Source: an optimization exercise on an open RTL-to-GDS flow (aim: small area). Production flows keep margins and buffers that such runs may drop. Function not checked in this run: the RTL went through the layout flow alone. No activity file was given, so power comes from the tool's default toggle rates.

File: flow/config.mk
export PLATFORM = sky130hd
export DESIGN_NAME = fpu_lanes
export DESIGN_NICKNAME = fpu_lanes
export VERILOG_FILES = /design/flow/design.v
export SDC_FILE = /design/flow/constraint.sdc
export NUM_CORES = 4
export LEC_CHECK = 0
export CAP_MARGIN = 20
export CORE_MARGIN = 2
export CORE_UTILIZATION = 40
export PLACE_DENSITY = 0.6
export SLEW_MARGIN = 20
File: flow/constraint.sdc
create_clock -name core_clock -period 5.5 [get_ports {clk}]
set_input_delay 1.1000 -clock core_clock [delete_from_list [all_inputs] [get_ports {clk}]]
set_output_delay 1.1000 -clock core_clock [all_outputs]
set_load 0.01 [all_outputs]
File: flow/design.v
package fpu_pkg;
  localparam logic [2:0] OP_AND    = 3'd0;
  localparam logic [2:0] OP_OR     = 3'd1;
  localparam logic [2:0] OP_XOR    = 3'd2;
  localparam logic [2:0] OP_ANDN   = 3'd3;
  localparam logic [2:0] OP_SWAP   = 3'd4;
  localparam logic [2:0] OP_DUP    = 3'd5;
  localparam logic [2:0] OP_INS_LO = 3'd6;
  localparam logic [2:0] OP_INS_HI = 3'd7;
  localparam logic [2:0] CMP_QUIET  = 3'd0;
  localparam logic [2:0] CMP_SIGNAL = 3'd1;
  localparam logic [1:0] SRC_NOW  = 2'd1;
  localparam logic [1:0] SRC_PREV = 2'd2;
endpackage
module operand_forward (
  input  logic [63:0]  reg_val,
  input  logic [3:0]   sel,        
  input  logic [511:0] buses,      
  output logic [63:0]  operand
);
  logic [1:0] src;
  logic [1:0] idx;
  logic       use_reg;
  assign src = sel[3:2];
  assign idx = sel[1:0];
  assign use_reg = (src != fpu_pkg::SRC_NOW) && (src != fpu_pkg::SRC_PREV);
  logic [63:0] term [9];
  assign term[8] = {64{use_reg}} & reg_val;
  for (genvar k = 0; k < 4; k++) begin : g_bus
    assign term[k]     = {64{src == fpu_pkg::SRC_NOW  && idx == k}} & buses[64*k +: 64];
    assign term[4 + k] = {64{src == fpu_pkg::SRC_PREV && idx == k}} & buses[256 + 64*k +: 64];
  end
  assign operand = term[0] | term[1] | term[2] | term[3] | term[4] |
                   term[5] | term[6] | term[7] | term[8];
endmodule
module fpu_lanes (
  input  logic         clk,
  input  logic         rst,
  input  logic [145:0] issue0,
  input  logic [145:0] issue1,
  input  logic [127:0] ext_bus,    
  input  logic [2:0]   fpcsr,
  output logic [70:0]  res0,
  output logic [73:0]  res1
);
  logic [63:0]  p0_data;      
  logic [5:0]   p0_tag;
  logic         p0_valid;
  logic [63:0]  r0_data;      
  logic [5:0]   r0_tag;
  logic         r0_valid;
  logic [63:0]  r0_prev;      
  logic [1:0]   c1_ord;       
  logic         c1_dazeq;     
  logic         c1_inv;
  logic         c1_den;       
  logic [5:0]   c1_tag;
  logic         c1_valid;
  logic [1:0]   r1_ord;       
  logic [1:0]   r1_flags;
  logic         r1_excpt;
  logic [5:0]   r1_tag;
  logic         r1_valid;
  logic [1:0]   r1_prev;      
  logic [127:0] ext_prev;
  logic [3:0]   b1_now;       
  logic [3:0]   b1_prev;
  assign b1_now  = 4'b0001 << r1_ord;
  assign b1_prev = 4'b0001 << r1_prev;
  assign res0 = {r0_valid, r0_tag, r0_data};
  assign res1 = {r1_valid, r1_tag, 60'd0, b1_now, r1_flags, r1_excpt};
  logic [63:0] a0;
  logic [63:0] b0;
  logic [63:0] a1w;
  logic [63:0] b1w;
  logic [31:0] a1;
  logic [31:0] b1;
  logic [511:0] bus_all;     
  assign bus_all = {ext_prev, 60'd0, b1_prev, r0_prev,
                    ext_bus, 60'd0, b1_now, r0_data};
  operand_forward u_fwd_a0 (.reg_val(issue0[135:72]), .sel(issue0[7:4]), .buses(bus_all), .operand(a0));
  operand_forward u_fwd_b0 (.reg_val(issue0[71:8]),   .sel(issue0[3:0]), .buses(bus_all), .operand(b0));
  operand_forward u_fwd_a1 (.reg_val(issue1[135:72]), .sel(issue1[7:4]), .buses(bus_all), .operand(a1w));
  operand_forward u_fwd_b1 (.reg_val(issue1[71:8]),   .sel(issue1[3:0]), .buses(bus_all), .operand(b1w));
  assign a1  = a1w[31:0];
  assign b1  = b1w[31:0];
  logic [63:0] d0;
  always_comb begin
    case (issue0[138:136])
      fpu_pkg::OP_AND:    d0 = a0 & b0;
      fpu_pkg::OP_OR:     d0 = a0 | b0;
      fpu_pkg::OP_XOR:    d0 = a0 ^ b0;
      fpu_pkg::OP_ANDN:   d0 = a0 & ~b0;
      fpu_pkg::OP_SWAP:   d0 = {b0[31:0], b0[63:32]};
      fpu_pkg::OP_DUP:    d0 = {b0[31:0], b0[31:0]};
      fpu_pkg::OP_INS_LO: d0 = {b0[63:32], a0[31:0]};
      default:            d0 = {a0[63:32], b0[31:0]};
    endcase
  end
  logic a_e0, b_e0, a_eff, b_eff, a_m0, b_m0;
  logic a_nan, b_nan, nan, both_zero;
  logic mag_eq, mag_lt;
  logic [1:0] ord_d;
  assign a_e0  = (a1[30:23] == 8'h00);
  assign b_e0  = (b1[30:23] == 8'h00);
  assign a_eff = (a1[30:23] == 8'hff);
  assign b_eff = (b1[30:23] == 8'hff);
  assign a_m0  = (a1[22:0] == 23'd0);
  assign b_m0  = (b1[22:0] == 23'd0);
  assign a_nan = a_eff & ~a_m0;
  assign b_nan = b_eff & ~b_m0;
  assign nan   = a_nan | b_nan;
  assign both_zero = a_e0 & a_m0 & b_e0 & b_m0;
  assign mag_eq = (a1[30:0] == b1[30:0]);
  assign mag_lt = (a1[30:0] <  b1[30:0]);
  always_comb begin
    if (nan)                         ord_d = 2'd3;
    else if (both_zero)              ord_d = 2'd1;
    else if (a1[31] != b1[31])       ord_d = a1[31] ? 2'd0 : 2'd2;
    else if (mag_eq)                 ord_d = 2'd1;
    else if (mag_lt ^ a1[31])        ord_d = 2'd0;
    else                             ord_d = 2'd2;
  end
  always_ff @(posedge clk) begin
    ext_prev <= ext_bus;
    r0_prev  <= r0_data;
    r1_prev  <= r1_ord;
    p0_data  <= d0;
    p0_tag   <= issue0[144:139];
    p0_valid <= issue0[145] & ~rst;
    r0_data  <= p0_data;
    r0_tag   <= p0_tag;
    r0_valid <= p0_valid & ~rst;
    c1_ord   <= ord_d;
    c1_dazeq <= a_e0 & b_e0 & ~(a_m0 & b_m0);
    c1_inv   <= (a_nan & ~a1[22]) | (b_nan & ~b1[22]) |
                ((issue1[138:136] == fpu_pkg::CMP_SIGNAL) & nan);
    c1_den   <= (a_e0 & ~a_m0) | (b_e0 & ~b_m0);
    c1_tag   <= issue1[144:139];
    c1_valid <= issue1[145] & ~rst;
    r1_ord   <= (fpcsr[0] & c1_dazeq) ? 2'd1 : c1_ord;
    r1_flags <= {c1_inv, c1_den & ~fpcsr[0]};
    r1_excpt <= c1_valid & ~rst &
                ((c1_inv & fpcsr[2]) | (c1_den & ~fpcsr[0] & fpcsr[1]));
    r1_tag   <= c1_tag;
    r1_valid <= c1_valid & ~rst;
  end
endmodule
File: flow/run.sh
#!/bin/bash
# synth_recipe.tcl (not shown) runs the flow's synth.tcl, then flattens the netlist and writes it again
# the make line also repeats each setting of config.mk as NAME=value (left out here)
make -C /OpenROAD-flow-scripts/flow DESIGN_CONFIG=/design/flow/config.mk WORK_HOME=/design/flow/orfs CLKGATE_MAP_FILE= SYNTH_SCRIPT=/design/flow/synth_recipe.tcl finish
==> summary.md <==
| Metric | Value |
|---|---|
| Post-DP HPWL | 91640 um |
| CP Launch Point | issue1[3] |
| Routed len/inst | about 31 um |
| Hold Path Depth | 0 |
| Row cnt | slightly below 90 |
| Worst setup SP type | input pin |
| Clock latency (worst-skew pair) | between 0.6 and 0.7 ns |
| Clock Tree Buf Depth | 3 |
| I/O pins | between 500 and 600 |
| Syn Area/Cell | about 8.4 sq um |
| Seq/Total Area, Yosys | between 30% and 40% |
| Num CTS Buffers | 43 |
| DR vias | 25630 |
| # resized after CTS | 0 |
| TritonCTS clock tree | done |
| DRC | 0 |
| Post-Syn Instances | 2802 |
| CTS root buffer | clkbuf_16 |
| Remaining global-route overflow | 0 |
| Vias/cell | roughly 6.5 |
| Top_reg_cell synth | dfxtp_1 |
| Distinct cells, synth | 77 |
| Synthesized flop and latch total | 360 |
| Worst-Margin Slew | roughly 1.0 ns |
| RSZ-0062 raised after global routing | false |
| Layout Area Growth over Synthesis | 26.92% |
| Worst Skew | between 0.03 and 0.04 ns |
| Met2 GRT Util | 56.67% |
| Slew Viols, Final | 0 |
| Part of the cycle the worst path needs | a little over four fifths |
| Reg-to-reg critical path startpoint | r1_ord[0]$_SDFF_PP1_ |
| Critical path class | input pin to register |
| Number of clock sinks | between 300 and 400 |
| Place WS | 0.3233 ns |
| Yosys warns | 3 |
| Share of layout cells above drive strength 1 | between 10 and 15% |
| GRT busiest layer | met2 |
| Height of the die | about 250 um |
| Hold Fails Final Rpt | 0 |
| Req. time, crit path | roughly 6.0 ns |
| CORE AREA | slightly below 60000 sq um |
| Setup TNS | 0 ns |
| Crit path time final | 4.588 ns |
| Die W | about 250 um |
| Peak VDD IR | approximately 260 uV |
| Vias in the first global route | 24480 |
| Post-CTS Setup Inserts | 0 |
| Final Cell Area | approximately 30000 sq um |
| Post-synth EDFFs | 0 |
| Worst-path clk slew | 0.07 ns |
| Endpoint class of the critical path | register |
| DRT Wirelength | 121900 um |
| Nets | around 3700 |
| Setup violators final | 0 |
| Remaining antenna violation count after routing | 0 |
| Crit-path max FO | 29 |
| Rel. slew slack | a little under a third |
| Leak pwr | around 12 nW |
| GPL Wtd Cong | approximately 1.0 |
| HP Start | p0_data[23]$_DFF_P_ |
| Cell area after synthesis | between 20000 and 25000 sq um |
| GRT Overall Usage | 38.51% |
| Depth of the most critical reg-to-reg path | 14 |
| Initial antenna violation count | 6 |
| Status | complete, no violations |
| Post-DP Area | ~28000 sq um |
| Fillers | around 5500 |
| Max Fclk | about 220 MHz |
| First-pass DRT Iterations | 8 |
| Final worst slack | about 0.91 ns |
| Largest net degree at the start of global routing | between 100 and 150 |
| PwrDens | ~300 nW/um^2 |
| Worst Hold Class | register to register |
| WP data arrival | 5.08 ns |
| Max cap viols | 0 |
| Post-CTS Hold Buffers | 0 |
| Initial Util | approximately two fifths |
| Grt met3 use | ~8.9% |
| H-tree levels | 2 |
| Port Buffers | approximately 450 |
| Async SR Flop Fraction | 0% |
| GR Util met1 | a little over half |
| First-pass GRT wire length | 172800 um |
| DIE AREA | between 60000 and 70000 sq um |
| Starting DRT DRC Count | approximately 3200 |
-- final cells by class --
type,instances,area (sq um),share of cell area (%)
well taps,773,967.2,3.225
flip-flops and latches,360,7207,24.03
clock buffers,60,1250,4.168
multi-input cells,2087,14520,48.41
diodes,2,5.005,0.01669
repair buffers,591,5635,18.79
clock inverters,17,261.5,0.8720
inverters,39,146.4,0.4881
-- critical path: stages --
cell	delay, ns
clkdlybuf4s50_1	0.49
inv_1	0.05
ha_1	0.33
buf_12	0.24
and3_1	0.33
a22o_1	0.25
nor3_1	0.44
ha_1	0.32
nand4_1	0.19
nor2_1	0.12
o221a_2	0.16
o41ai_1	0.32
o2111ai_1	0.25
a21o_1	0.22
a21oi_1	0.15
o21ai_0	0.09
-- cells in the mapped netlist, types with 40 or more instances --
master | n | area share [%]
a21oi_1 | 171 | 3.6
a22o_1 | 160 | 5.9
a22oi_1 | 306 | 9.7
buf_1 | 47 | 0.75
buf_4 | 134 | 4.3
clkbuf_1 | 146 | 2.3
dfxtp_1 | 360 | 31
ha_1 | 103 | 5.5
mux2_2 | 124 | 5.9
mux2i_1 | 58 | 2.5
nand2_1 | 295 | 4.7
nor2_1 | 82 | 1.3
o211ai_1 | 43 | 1.4
o21a_1 | 40 | 1.3
o21ai_0 | 181 | 3.8
-- power by group --
group / switching [W] / internal (W)
Sequential: 0.000333 / 0.00291
Combinational: 0.00143 / 0.00112
Clock: 0.00127 / 0.00183
Total: 0.00303 / 0.00586
-- cells in the final DEF, fill, tap and decap left out, types with 8 or more instances in the layout --
master,netlist,layout
nand3b_1,14,14
o2bb2ai_1,18,18
conb_1,1,60
nor3_1,23,23
a22o_1,160,160
buf_4,134,140
buf_12,0,10
or3_1,8,8
clkbuf_8,0,11
nand2b_1,31,31
nor2_1,82,80
a21o_1,24,24
o221ai_1,23,23
mux2i_1,58,58
o22ai_1,32,32
clkbuf_16,0,43
and3_1,16,14
inv_1,39,39
a211oi_1,37,37
a31oi_1,10,10
o21a_1,40,40
nor2b_1,20,19
nand3_1,30,30
a221oi_1,18,18
mux2_2,124,124
nor4_1,9,9
a222oi_1,9,9
dfxtp_1,360,360
nand2_1,295,295
a211o_1,12,12
a21oi_1,171,171
and2_1,9,9
a32o_1,9,9
clkdlybuf4s50_1,0,435
o21ai_0,181,181
o211ai_1,43,43
ha_1,103,100
nand4_1,23,23
a22oi_1,306,306
-- kinds of logic (layout without fill, tap and decap cells) --
logic type      Yosys count  in the layout  share of synthesized area [%]
other cells               1             62                        0.01587
flops                   360            360                          30.50
compound gates         1140           1140                          33.94
xor+xnor                  1              1                        0.03707
mux                     190            190                          8.891
buf+inv                 414            707                          9.198
fa+ha+maj               103            103                          5.454
simple gates            593            593                          11.97
-- path summary, 6_finish.rpt --
path | endpoint | slack [ns]
worst max-delay path | c1_ord[1]$_SDFF_PP1_ | 0.91
worst min-delay path | r0_data[23]$_DFF_P_ | 0.32
worst max register to register | c1_ord[1]$_SDFF_PP1_ | 2.04
worst min register to register | r0_data[23]$_DFF_P_ | 0.32
-- stage by stage --
step	instances	power [W]	utilization [%]	hold WS, ns
3_5_place_dp	3850	0.005751	48.52	0.3121
4_1_cts	3927	0.008830	51.09	0.3208
5_1_grt	3928	0.009204	51.10	0.3237
6_report	3929	0.008895	51.10	0.3194
2_1_floorplan	2861	0.004596	-	0.3096
3_3_place_gp	3850	0.005695	48.52	0.3099
-- flip-flops by register name (all words and copies together) (netlist names) --
| register | cells |
|---|---|
| ext_prev | 128 |
| p0_data | 64 |
| r0_data | 64 |
| r0_prev | 64 |
| c1_tag | 6 |
| p0_tag | 6 |
| r0_tag | 6 |
| r1_tag | 6 |
| c1_ord | 2 |
| r1_flags | 2 |
| r1_ord | 2 |
| r1_prev | 2 |
| c1_dazeq | 1 |
| c1_den | 1 |
| c1_inv | 1 |
| c1_valid | 1 |
| p0_valid | 1 |
| r0_valid | 1 |
| r1_excpt | 1 |
| r1_valid | 1 |
-- layer usage --
layer	up-vias	share of wire (%)
met5	-	0.032
met4	6	3.6
met3	235	11
met2	1705	42
met1	12560	43
li1	11130	-

-- re-timing with driven ports --
How much do the figures lean on ideal ports? The routed layout below was timed once more, with nothing changed but the port constraints. Step 1: set_driving_cell puts a clkbuf_16 on clk and a buf_2 on each other input, an assumption about the parent block. Step 2 adds t to the input delays and takes it off the output delays; t is the mean of the earliest and latest rising clock arrival at the registers after step 1. Input paths then give back, and output paths get back, about the clock's delay inside the block. Three values: ideal, step 1, step 2; two values: the first two.
t (ns): 0.659
setup WS [ns]: 0.912 / 0.949 / 0.289
worst setup path after step 2: input to register
worst data-port slew with drivers (ns): 0.11
pins driven straight from the clock port: 1
After both steps this run still meets setup and hold. The setup slack of this run moves by +0.037 ns with the drivers and by -0.623 ns with both steps.
